What follows belongs to an exercise in optimizing a design on an open flow for small area, a short achievable clock period and few clock cycles; a production flow would make more cautious choices.
Function was checked by simulation only, so behaviour that the tests miss may differ from the original.
Power figures rest on the tool's default switching activity, not on a simulated workload.

lane 1:
==> flow/design.v (excerpt) <==
module dwconv_top (
  input  logic                  clk,
  input  logic                  rstn,
  input  logic                  in_req,
  input  dwconv_pkg::window_t   in_data,
  output logic                  in_ack,
  output logic                  out_req,
  output dwconv_pkg::out_word_t out_data,
  input  logic                  out_ack
);
Size: ~2800 cells after synthesis, ~42000 sq um of cells after synthesis.
==> flow/config.mk <==
export PLATFORM = sky130hd
export DESIGN_NAME = dwconv_top
export DESIGN_NICKNAME = dwconv_top
export VERILOG_FILES = /design/flow/design.v
export SDC_FILE = /design/flow/constraint.sdc
export NUM_CORES = 4
export LEC_CHECK = 0
export CAP_MARGIN = 20
export CORE_MARGIN = 2
export CORE_UTILIZATION = 75
export CTS_CLUSTER_DIAMETER = 80
export CTS_CLUSTER_SIZE = 30
export SETUP_SLACK_MARGIN = 3.2
export SLEW_MARGIN = 20
export SYNTH_HIERARCHICAL = 1
export SYNTH_MINIMUM_KEEP_SIZE = 0
==> flow/constraint.sdc <==
create_clock -name core_clock -period 6.0 [get_ports {clk}]
set_input_delay 1.2000 -clock core_clock [delete_from_list [all_inputs] [get_ports {clk}]]
set_output_delay 1.2000 -clock core_clock [all_outputs]
set_load 0.01 [all_outputs]
standard.sh (not shown) runs the stock make flow with config.mk's settings and CLKGATE_MAP_FILE= SYNTH_SCRIPT=/design/flow/synth_recipe.tcl, a recipe that flattens the netlist after the stock synthesis.
==> flow/flow/run.sh <==
#!/bin/bash
# Standard layout (the standard.sh, standard synthesis included), except
# that the input and output port buffers are plain sky130_fd_sc_hd__buf_1
# cells rather than the delay cell that buffer_ports picks by default.
# Every port still gets its own buffer; the resizer may still upsize them.
set -e
export BUFFER_PORTS_ARGS="-buffer_cell sky130_fd_sc_hd__buf_1"
bash standard.sh > standard.log 2>&1
Testbench counts of lane 1, summed over its fixed seeds: cycles 12,800.
Relative to lane 1, the following input files were edited for lane 2:
diff --git a/flow/config.mk b/flow/config.mk
--- a/flow/config.mk
+++ b/flow/config.mk
@@ -9,3 +9,3 @@
 export CORE_MARGIN = 2
-export CORE_UTILIZATION = 75
+export CORE_UTILIZATION = 60
 export CTS_CLUSTER_DIAMETER = 80
Notes after the runs:
Lane 2 ended with less shortest period the worst path allows than lane 1. Lane 2 supports a higher top clock frequency than lane 1. In the final reports, the cell area of lane 2 is larger than that of lane 1. Looking at share of the clock period used by the worst path after layout across lane 2 and lane 1, the one that comes out higher is lane 1.

========
dwconv_top, a different RTL version from the one above (not shown whole).
For scale: ~2800 cells after synthesis, about 650 I/O pins, about 42000 sq um of cells after synthesis.
==> flow/config.mk <==
export PLATFORM = sky130hd
export DESIGN_NAME = dwconv_top
export DESIGN_NICKNAME = dwconv_top
export VERILOG_FILES = /design/flow/design.v
export SDC_FILE = /design/flow/constraint.sdc
export NUM_CORES = 4
export LEC_CHECK = 0
export CAP_MARGIN = 20
export CORE_MARGIN = 2
export CORE_UTILIZATION = 60
export CTS_CLUSTER_DIAMETER = 80
export CTS_CLUSTER_SIZE = 30
export SETUP_SLACK_MARGIN = 3.4
export SLEW_MARGIN = 20
export SYNTH_HIERARCHICAL = 1
export SYNTH_MINIMUM_KEEP_SIZE = 0
==> flow/constraint.sdc <==
create_clock -name core_clock -period 6.0 [get_ports {clk}]
set_input_delay 1.2000 -clock core_clock [delete_from_list [all_inputs] [get_ports {clk}]]
set_output_delay 1.2000 -clock core_clock [all_outputs]
set_load 0.01 [all_outputs]
Scripts as last shown in full above: flow/flow/run.sh
Testbench counts at the start, summed over its fixed seeds: cycles 12,800.
Then changed:
- SETUP_SLACK_MARGIN: 3.4 -> 3.6
The new run finished clean. Register-to-register slack gets worse by 30 ps. Synthesized area is unchanged. Routed wire length is about the same. Non-clock buffer count grows by 36. Via count grows by 1.8%. Clock power hardly moves. Global-route usage is about the same.
Then changed:
- ABC_AREA: default -> 1
- SETUP_SLACK_MARGIN: 3.6 -> 3.4
The new run went through all stages and came out clean.
Global-route usage shrinks by 0.61 points.
Synthesized area rose by 1.6%.
Final cell count climbs by 8.2%.
Die area went up by 1.6%.
Power falls by 8.4%.
Cell area decreases by 3.7%.
Combinational power fell by 13%.
Count of clock-buffer cells in the layout fell by 1.
Maximum frequency rose by 1.1%.
Then changed:
- ABC_AREA: 1 -> default
- CORE_UTILIZATION: 60 -> 50
The changed run ran to the end with no violations.
Clock skew decreases by 3.9 ps.
Synthesized cell count went down by 12%.
Routed wire length barely changes.
Setup slack loses 74 ps.
Fmax shrinks by 2.7%.
Die area came out higher by 18%.
Count of clock-buffer cells in the layout is unchanged.
Design area drops by 0.30%.
Sequential share of layout area is about the same.
Power is higher by 0.75%.

## what the ideal ports hide
No port has a modelled driver above. Below, the same layouts with a new extraction and two added sets of constraints. Step 1: set_driving_cell puts a clkbuf_16 on clk and a buf_2 on each other input, an assumption about the parent block. Step 2 times the ports against the registers' clock, not the clock port: input delays grow and output delays shrink by t, the midpoint of the rising clock arrivals with the driver on. a / b / c = no drivers / after step 1 / after step 2; a / b = the first two.
run	t (ns)	setup slack, ns	hold slack, ns	clock arrival spread, ns
lane 1	0.691	2.784 / 2.784 / 2.596	0.345 / 0.345 / 0.345	0.028 / 0.028
lane 2	0.641	3.271 / 3.271 / 2.689	0.338 / 0.338 / 0.338	0.031 / 0.030
the first run of note 2	0.643	3.376 / 3.376 / 2.756	0.338 / 0.338 / 0.338	0.041 / 0.041
the second run of note 2	0.653	3.349 / 3.349 / 2.913	0.339 / 0.339 / 0.339	0.042 / 0.041
the third run of note 2	0.657	3.377 / 3.403 / 2.761	0.336 / 0.336 / 0.336	0.043 / 0.043
the fourth run of note 2	0.653	3.303 / 3.303 / 2.764	0.328 / 0.328 / 0.328	0.040 / 0.039
After both steps setup and hold are still met in every run listed. For the first run of note 2, which loses most, drivers alone change the setup slack by 0.000 ns; drivers and shift together by -0.620 ns.
